Background: an optimization exercise with open tools, aiming at small area. Do not read the settings as production practice.
Only simulation tests tie the RTL to the original design; equivalence was not proved.
Power is estimated from default activity; no workload was simulated.

v24:
Design rs_station_top, start of the top module:
module rs_station_top (
    input  logic         clock,
    input  logic         reset,
    input  logic         squash,
    input  logic [205:0] dispatch,     
    input  logic [27:0]  map,          
    input  logic [137:0] rob,          
    input  logic [75:0]  cdb,          
    input  logic         fu_ready,
    output logic         issue_valid,
    output logic [104:0] issue,        
    output logic [3:0]   free_count
);
    rs_pkg::issue_t issue_s;
    assign issue = issue_s;
    rs_station station0 (
        .clock       (clock),
        .reset       (reset),
        .squash      (squash),
        .dispatch    (dispatch),
        .map         (map),
        .rob         (rob),
        .cdb         (cdb),
        .fu_ready    (fu_ready),
        .issue_valid (issue_valid),
        .issue       (issue_s),
        .free_count  (free_count)
    );
endmodule
Size: ~4300 cells after synthesis, ~44000 um^2 of cells after synthesis.
==> flow/config.mk <==
export PLATFORM = sky130hd
export DESIGN_NAME = rs_station_top
export DESIGN_NICKNAME = rs_station_top
export VERILOG_FILES = /design/flow/design.v
export SDC_FILE = /design/flow/constraint.sdc
export NUM_CORES = 8
export LEC_CHECK = 0
export CAP_MARGIN = 20
export CORE_MARGIN = 2
export CORE_UTILIZATION = 50
export PLACE_DENSITY = 0.7
export SLEW_MARGIN = 20
export SYNTH_HIERARCHICAL = 1
export SYNTH_MINIMUM_KEEP_SIZE = 0
export TNS_END_PERCENT = 0
==> flow/constraint.sdc <==
create_clock -name core_clock -period 7.5 [get_ports {clock}]
set_input_delay 1.5000 -clock core_clock [delete_from_list [all_inputs] [get_ports {clock}]]
set_output_delay 1.5000 -clock core_clock [all_outputs]
set_load 0.01 [all_outputs]
standard.sh (not shown) runs the stock make flow with config.mk's settings and CLKGATE_MAP_FILE= SYNTH_SCRIPT=/design/flow/synth_recipe.tcl, a recipe that flattens the netlist after the stock synthesis.
==> flow/flow/run.sh <==
#!/bin/bash
# Own flow:
#  2. the same ORFS synthesis again on the design with the bit-cell modules
#     hand-mapped (flow/cells.v) and ABC run with an area script; used only if
#     its registers (names, count, cells) match the standard ones;
#  3. the standard layout steps, with buf_1 port buffers, a leaner clock tree
#     and the timing-driven placement's net reweighting (and its buffering)
#     done later in placement.
set -uo pipefail
F=$PWD/flow
R=$PWD/orfs/results/$FLOW_PLATFORM/rs_station_top/base
bash standard.sh synth > std_synth.log 2>&1 || exit 1
cp $R/1_2_yosys.v std_synth_netlist.v

python3 $F/overlay.py design.v $F/cells.v design_mod.v > overlay.log 2>&1
sed "s#ABC_SCRIPT_PATH#$F/abc.script#" $F/my_synth.tcl > my_synth.tcl
sed -e "s#^export VERILOG_FILES.*#export VERILOG_FILES = $PWD/design_mod.v#" config.mk > config_mod.mk
MK=$(grep -o 'make -C .*"\${@' standard.sh | sed 's/ "\${@$//')
MK=${MK/DESIGN_CONFIG=$FLOW_CONFIG/DESIGN_CONFIG=$PWD/config_mod.mk}
MK=${MK/WORK_HOME=$PWD\/orfs/WORK_HOME=$PWD/orfs_mod}
MK=${MK/SYNTH_SCRIPT=$PWD\/synth_recipe.tcl/SYNTH_SCRIPT=$PWD/my_synth.tcl}
echo "$MK synth" > mod_synth.cmd
eval "$MK synth" > mod_synth.log 2>&1
M=$PWD/orfs_mod/results/$FLOW_PLATFORM/rs_station_top/base/1_2_yosys.v
flops() { grep -E '^\s*sky130_fd_sc_hd__(s?e?df|dl)' "$1" | awk '{print $1, $2}' | sort; }
if [[ -f $M ]] && [[ -n "$(flops $M)" ]] && diff <(flops std_synth_netlist.v) <(flops $M) > flop_diff.log; then
  echo "using the re-mapped netlist" > netlist_choice.log
  cp $M $R/1_2_yosys.v
  touch $R/1_2_yosys.v
else
  echo "registers differ: using the standard netlist" > netlist_choice.log
fi

bash standard.sh \
  "BUFFER_PORTS_ARGS=-buffer_cell sky130_fd_sc_hd__buf_1" \
  "CTS_ARGS=-sink_clustering_enable -repair_clock_nets -dont_use_dummy_load -sink_clustering_size 25 -sink_clustering_max_diameter 80" \
  "GLOBAL_PLACEMENT_ARGS=-timing_driven_net_reweight_overflow {40 25 15}" \
  finish > std_layout.log 2>&1
==> flow/flow/abc.script <==
strash
&get -n
&st
&synch2
&if -K 5 -a
&mfs
&st
&dch -f
&nf -a -R 1000
&put
Other scripts of this flow, unchanged in this note and not shown: flow/flow/cells.v, flow/flow/my_synth.tcl, flow/flow/overlay.py
v24: PASS, flow complete, no timing, DRC or antenna violations
For v46, these inputs were changed with respect to v24:
diff --git a/flow/flow/run.sh b/flow/flow/run.sh
--- a/flow/flow/run.sh
+++ b/flow/flow/run.sh
@@ -5,5 +5,3 @@
 #     its registers (names, count, cells) match the standard ones;
-#  3. the standard layout steps, with buf_1 port buffers, a leaner clock tree
-#     and the timing-driven placement's net reweighting (and its buffering)
-#     done later in placement.
+#  3. the standard layout steps, with buf_1 port buffers and a leaner clock tree.
 set -uo pipefail
@@ -36,3 +34,2 @@
   "CTS_ARGS=-sink_clustering_enable -repair_clock_nets -dont_use_dummy_load -sink_clustering_size 25 -sink_clustering_max_diameter 80" \
-  "GLOBAL_PLACEMENT_ARGS=-timing_driven_net_reweight_overflow {40 25 15}" \
   finish > std_layout.log 2>&1
==> flow/flow/abc.script <==
strash
&get -n
&st
&dch
&nf -a
&put
diff --git a/flow/config.mk b/flow/config.mk
--- a/flow/config.mk
+++ b/flow/config.mk
@@ -9,4 +9,3 @@
 export CORE_MARGIN = 2
-export CORE_UTILIZATION = 50
-export PLACE_DENSITY = 0.7
+export CORE_UTILIZATION = 40
 export SLEW_MARGIN = 20
@@ -14,2 +13 @@
 export SYNTH_MINIMUM_KEEP_SIZE = 0
-export TNS_END_PERCENT = 0
Notes after the runs:
- Looking at v24 and v46, the share of total power in combinational logic is a wash.
- Compared with v24, in v46 number of nets in the synthesized netlist fell by 25, die area up 23000 um^2, area growth from synthesis to layout higher.
- Compared with v24, v46 has extra setup slack.
- In the reports for v24 and v46, the smaller clock buffer count in the final layout belongs to v24.
Edits applied to the flow inputs when going from v46 to v55:
diff --git a/flow/flow/run.sh b/flow/flow/run.sh
--- a/flow/flow/run.sh
+++ b/flow/flow/run.sh
@@ -5,3 +5,5 @@
 #     its registers (names, count, cells) match the standard ones;
-#  3. the standard layout steps, with buf_1 port buffers and a leaner clock tree.
+#  3. the standard layout steps, with buf_1 port buffers, a leaner clock tree
+#     and the timing-driven placement's net reweighting (and its buffering)
+#     done later in placement.
 set -uo pipefail
@@ -33,3 +35,4 @@
   "BUFFER_PORTS_ARGS=-buffer_cell sky130_fd_sc_hd__buf_1" \
-  "CTS_ARGS=-sink_clustering_enable -repair_clock_nets -dont_use_dummy_load -sink_clustering_size 25 -sink_clustering_max_diameter 80" \
+  "CTS_ARGS=-sink_clustering_enable -repair_clock_nets -dont_use_dummy_load -sink_clustering_size 27 -sink_clustering_max_diameter 100" \
+  "GLOBAL_PLACEMENT_ARGS=-timing_driven_net_reweight_overflow {40 25 15}" \
   finish > std_layout.log 2>&1
==> flow/flow/abc.script <==
strash
&get -n
&st
&synch2
&if -K 5 -a
&mfs
&st
&dch -f
&nf -a -R 1000
&put
diff --git a/flow/config.mk b/flow/config.mk
--- a/flow/config.mk
+++ b/flow/config.mk
@@ -9,3 +9,4 @@
 export CORE_MARGIN = 2
-export CORE_UTILIZATION = 40
+export CORE_UTILIZATION = 50
+export PLACE_DENSITY = 0.7
 export SLEW_MARGIN = 20
@@ -13 +14,2 @@
 export SYNTH_MINIMUM_KEEP_SIZE = 0
+export TNS_END_PERCENT = 0
Findings:
For v55, the destination of the critical timing path was issue[2], unlike v46, where it was issue[14]. In the metrics for v46 and v55, the one carrying the lower final cell area excluding filler cells is v55. The flow did not stop early for v55: all stages ran, and the layout cleared the timing, DRC and antenna checks. Looking at power, v55 sits 2.1% below v46. In the tables for v46 and v55, die span in x reads higher with v46.
Input-level comparison between v21 and v55:
diff --git a/flow/flow/run.sh b/flow/flow/run.sh
--- a/flow/flow/run.sh
+++ b/flow/flow/run.sh
@@ -5,5 +5,3 @@
 #     its registers (names, count, cells) match the standard ones;
-#  3. the standard layout steps, with buf_1 port buffers, a leaner clock tree
-#     and the timing-driven placement's net reweighting (and its buffering)
-#     done later in placement.
+#  3. the standard layout steps, with buf_1 port buffers and a leaner clock tree.
 set -uo pipefail
@@ -35,4 +33,3 @@
   "BUFFER_PORTS_ARGS=-buffer_cell sky130_fd_sc_hd__buf_1" \
-  "CTS_ARGS=-sink_clustering_enable -repair_clock_nets -dont_use_dummy_load -sink_clustering_size 27 -sink_clustering_max_diameter 100" \
-  "GLOBAL_PLACEMENT_ARGS=-timing_driven_net_reweight_overflow {40 25 15}" \
+  "CTS_ARGS=-sink_clustering_enable -repair_clock_nets -dont_use_dummy_load -sink_clustering_size 25 -sink_clustering_max_diameter 80" \
   finish > std_layout.log 2>&1
==> flow/flow/abc.script <==
strash
&get -n
&st
&dch
&nf -a
&put
diff --git a/flow/config.mk b/flow/config.mk
--- a/flow/config.mk
+++ b/flow/config.mk
@@ -9,4 +9,4 @@
 export CORE_MARGIN = 2
-export CORE_UTILIZATION = 50
-export PLACE_DENSITY = 0.7
+export CORE_UTILIZATION = 60
+export PLACE_DENSITY = 0.8
 export SLEW_MARGIN = 20
Findings:
- Total of clock buffers placed in the layout was higher in v21 than in v55.
- Of the two values seen for end point of the critical path, issue[2] was produced by v55 and issue[40] by v21.
- | via count | v21 vs v55 | 1753 higher |
- Compared with v55, v21 shows a first-iteration DRC count that is about 14% higher.
- Power: v21 draws more than v55
- Of v55 and v21, the lower vias per cell belongs to v55.
Here is what was changed in the inputs of v32 compared with v21.
diff --git a/flow/flow/run.sh b/flow/flow/run.sh
--- a/flow/flow/run.sh
+++ b/flow/flow/run.sh
@@ -5,3 +5,5 @@
 #     its registers (names, count, cells) match the standard ones;
-#  3. the standard layout steps, with buf_1 port buffers and a leaner clock tree.
+#  3. the standard layout steps, with buf_1 port buffers, a leaner clock tree
+#     and the timing-driven placement's net reweighting (and its buffering)
+#     done later in placement.
 set -uo pipefail
@@ -33,3 +35,4 @@
   "BUFFER_PORTS_ARGS=-buffer_cell sky130_fd_sc_hd__buf_1" \
-  "CTS_ARGS=-sink_clustering_enable -repair_clock_nets -dont_use_dummy_load -sink_clustering_size 25 -sink_clustering_max_diameter 80" \
+  "CTS_ARGS=-sink_clustering_enable -repair_clock_nets -dont_use_dummy_load -sink_clustering_size 25 -sink_clustering_max_diameter 100" \
+  "GLOBAL_PLACEMENT_ARGS=-timing_driven_net_reweight_overflow {40 25 15}" \
   finish > std_layout.log 2>&1
==> flow/flow/abc.script <==
strash
&get -n
&st
&synch2
&if -K 5 -a
&mfs
&st
&dch -f
&nf -a -R 1000
&put
diff --git a/flow/config.mk b/flow/config.mk
--- a/flow/config.mk
+++ b/flow/config.mk
@@ -8,5 +8,7 @@
 export CAP_MARGIN = 20
+export CELL_PAD_IN_SITES_DETAIL_PLACEMENT = 1
+export CELL_PAD_IN_SITES_GLOBAL_PLACEMENT = 1
 export CORE_MARGIN = 2
-export CORE_UTILIZATION = 60
-export PLACE_DENSITY = 0.8
+export CORE_UTILIZATION = 50
+export PLACE_DENSITY = 0.7
 export SLEW_MARGIN = 20
Findings:
- Status: combinational power parity (v32, v21)
- NOTE post-route non-filler standard cell count v21->v32 increased by a few percent
- Clock power delta (v21 -> v32): insignificant
- Diff v32 and v21: standard-cell row count higher in v32

========
Setup of try-juniper:
Starting RTL as in the previous note.
==> flow/config.mk <==
export PLATFORM = sky130hd
export DESIGN_NAME = rs_station_top
export DESIGN_NICKNAME = rs_station_top
export VERILOG_FILES = /design/flow/design.v
export SDC_FILE = /design/flow/constraint.sdc
export NUM_CORES = 8
export LEC_CHECK = 0
export CAP_MARGIN = 20
export CELL_PAD_IN_SITES_DETAIL_PLACEMENT = 1
export CELL_PAD_IN_SITES_GLOBAL_PLACEMENT = 1
export CORE_MARGIN = 2
export CORE_UTILIZATION = 50
export PLACE_DENSITY = 0.7
export SLEW_MARGIN = 20
export SYNTH_HIERARCHICAL = 1
export SYNTH_MINIMUM_KEEP_SIZE = 0
export TNS_END_PERCENT = 0
==> flow/constraint.sdc <==
create_clock -name core_clock -period 7.5 [get_ports {clock}]
set_input_delay 1.5000 -clock core_clock [delete_from_list [all_inputs] [get_ports {clock}]]
set_output_delay 1.5000 -clock core_clock [all_outputs]
set_load 0.01 [all_outputs]
==> flow/flow/run.sh <==
#!/bin/bash
# Own flow:
#  2. the same ORFS synthesis again on the design with the bit-cell modules
#     hand-mapped (flow/cells.v) and ABC run with an area script; used only if
#     its registers (names, count, cells) match the standard ones;
#  3. the standard layout steps, with buf_1 port buffers, a leaner clock tree
#     and the timing-driven placement's net reweighting (and its buffering)
#     done later in placement.
set -uo pipefail
F=$PWD/flow
R=$PWD/orfs/results/$FLOW_PLATFORM/rs_station_top/base
bash standard.sh synth > std_synth.log 2>&1 || exit 1
cp $R/1_2_yosys.v std_synth_netlist.v

python3 $F/overlay.py design.v $F/cells.v design_mod.v > overlay.log 2>&1
sed "s#ABC_SCRIPT_PATH#$F/abc.script#" $F/my_synth.tcl > my_synth.tcl
sed -e "s#^export VERILOG_FILES.*#export VERILOG_FILES = $PWD/design_mod.v#" config.mk > config_mod.mk
MK=$(grep -o 'make -C .*"\${@' standard.sh | sed 's/ "\${@$//')
MK=${MK/DESIGN_CONFIG=$FLOW_CONFIG/DESIGN_CONFIG=$PWD/config_mod.mk}
MK=${MK/WORK_HOME=$PWD\/orfs/WORK_HOME=$PWD/orfs_mod}
MK=${MK/SYNTH_SCRIPT=$PWD\/synth_recipe.tcl/SYNTH_SCRIPT=$PWD/my_synth.tcl}
echo "$MK synth" > mod_synth.cmd
eval "$MK synth" > mod_synth.log 2>&1
M=$PWD/orfs_mod/results/$FLOW_PLATFORM/rs_station_top/base/1_2_yosys.v
flops() { grep -E '^\s*sky130_fd_sc_hd__(s?e?df|dl)' "$1" | awk '{print $1, $2}' | sort; }
if [[ -f $M ]] && [[ -n "$(flops $M)" ]] && diff <(flops std_synth_netlist.v) <(flops $M) > flop_diff.log; then
  echo "using the re-mapped netlist" > netlist_choice.log
  cp $M $R/1_2_yosys.v
  touch $R/1_2_yosys.v
else
  echo "registers differ: using the standard netlist" > netlist_choice.log
fi

bash standard.sh \
  "BUFFER_PORTS_ARGS=-buffer_cell sky130_fd_sc_hd__buf_1" \
  "CTS_ARGS=-sink_clustering_enable -repair_clock_nets -dont_use_dummy_load -sink_clustering_size 25 -sink_clustering_max_diameter 80" \
  "GLOBAL_PLACEMENT_ARGS=-timing_driven_net_reweight_overflow {40 25 15}" \
  finish > std_layout.log 2>&1
==> flow/flow/abc.script <==
strash
&get -n
&st
&synch2
&if -K 5 -a
&mfs
&st
&dch -f
&nf -a -R 1000
&put
Other scripts of this flow, unchanged in this note and not shown: flow/flow/cells.v, flow/flow/my_synth.tcl, flow/flow/overlay.py
Input changes introduced in try-delta (baseline for comparison: try-juniper):
Settings: CELL_PAD_IN_SITES_GLOBAL_PLACEMENT no longer set, was 1; CELL_PAD_IN_SITES_DETAIL_PLACEMENT no longer set, was 1.
--- a/flow/flow/run.sh
+++ b/flow/flow/run.sh
@@ -35,3 +35,3 @@
   "BUFFER_PORTS_ARGS=-buffer_cell sky130_fd_sc_hd__buf_1" \
-  "CTS_ARGS=-sink_clustering_enable -repair_clock_nets -dont_use_dummy_load -sink_clustering_size 25 -sink_clustering_max_diameter 80" \
+  "CTS_ARGS=-sink_clustering_enable -repair_clock_nets -dont_use_dummy_load -sink_clustering_size 25 -sink_clustering_max_diameter 100" \
   "GLOBAL_PLACEMENT_ARGS=-timing_driven_net_reweight_overflow {40 25 15}" \
[summary]
Both conditions hold for try-delta: the flow ran to the end and the final layout passed the timing, DRC and antenna checks. Taking try-juniper as the reference, in try-delta worst hold slack saw a decrease, leakage power figure now sits lower, remaining max-slew budget at the tightest pin now sits higher, number of nets in the finished design essentially unchanged, post-CTS clock slew at the launch and capture registers of the worst setup and hold paths shows no meaningful change. Comparing try-juniper and try-delta, the higher met2 wirelength from detailed routing was measured on try-juniper. try-delta ended with more peak clock frequency supported by timing than try-juniper. Taking try-juniper over try-delta, the routed wire length ratio works out to 1.08. Utilization after layout: try-delta < try-juniper. try-juniper -> try-delta: width of the chip delta 0, exact match. Compared with try-juniper, try-delta shows slew at the pin with the worst max-slew slack lower by 0.0092 ns.
diff inputs: try-delta => try-cedar
--- a/flow/flow/run.sh
+++ b/flow/flow/run.sh
@@ -35,3 +35,3 @@
   "BUFFER_PORTS_ARGS=-buffer_cell sky130_fd_sc_hd__buf_1" \
-  "CTS_ARGS=-sink_clustering_enable -repair_clock_nets -dont_use_dummy_load -sink_clustering_size 25 -sink_clustering_max_diameter 100" \
+  "CTS_ARGS=-sink_clustering_enable -repair_clock_nets -dont_use_dummy_load -sink_clustering_size 25 -sink_clustering_max_diameter 80" \
   "GLOBAL_PLACEMENT_ARGS=-timing_driven_net_reweight_overflow {40 25 15}" \
==> flow/flow/abc.script <==
strash
&get -n
&st
&synch2
&dch -f
&nf -a -R 1000
&put
Findings:
try-cedar ran to completion and came out clean on the timing, DRC and antenna checks. try-cedar has final net count above what try-delta had. The synthesized cell count number comes out lower for try-delta vs try-cedar. Diff try-cedar..try-delta | net switching fraction of the power | negligible. Reported for try-delta and try-cedar, pin count of the biggest net entering global routing turned out identical to the last digit. Re number of buffers inserted for hold repair after clock tree synthesis: no difference whatsoever between try-delta and try-cedar.
> inputs changed (try-cedar -> try-onyx)
Settings: CELL_PAD_IN_SITES_DETAIL_PLACEMENT now 1, previously not set; CELL_PAD_IN_SITES_GLOBAL_PLACEMENT now 1, previously not set.
Findings:
- Taking try-cedar as the reference, in try-onyx worst-case setup margin in the final layout decreased by 0.27 ns relative to the old numbers; layout cell share with drive strength beyond 1 increased by 0.15 points relative to the old numbers; worst hold slack increased by 0.0046 ns relative to the old numbers; diode insertion count for antenna repair decreased by 6 relative to the old numbers; power dissipated by switching net loads increased by 0.11 mW relative to the old numbers.
- try-onyx vs try-cedar: fill cell instance count of the final layout up by more than a quarter
- Relative to try-cedar, the maximum frequency measured on try-onyx has decreased by a few percent.

[what the ideal ports hide]
The results above use ideal ports. As a check the final layouts listed here were re-extracted and re-timed, cells and wires unchanged. Step 1 (the two cells are an assumption about what drives the block):
set clk [get_ports {clock}]
set_driving_cell -lib_cell sky130_fd_sc_hd__clkbuf_16 $clk
set_driving_cell -lib_cell sky130_fd_sc_hd__buf_2 [delete_from_list [all_inputs] $clk]
Step 2 times the ports against the registers' clock, not the clock port: input delays grow and output delays shrink by t, the midpoint of the rising clock arrivals with the driver on. a / b / c = no drivers / after step 1 / after step 2; a / b = the first two.
run | t (ns) | slack for setup (ns) | cell pins on the clock port's net
v24 | 0.728 | 0.420 / 0.347 / 0.815 | 1
v46 | 0.741 | 0.916 / 0.849 / 1.192 | 1
v55 | 0.707 | 0.368 / 0.294 / 0.826 | 1
v21 | 0.722 | 0.524 / 0.448 / 1.009 | 1
v32 | 0.712 | 0.143 / 0.068 / 0.780 | 1
try-juniper | 0.715 | 0.143 / 0.068 / 0.783 | 1
try-delta | 0.706 | 0.420 / 0.346 / 0.761 | 1
try-cedar | 0.704 | 0.576 / 0.505 / 0.710 | 1
try-onyx | 0.720 | 0.311 / 0.230 / 0.632 | 1
After both steps every run listed still meets setup and hold.
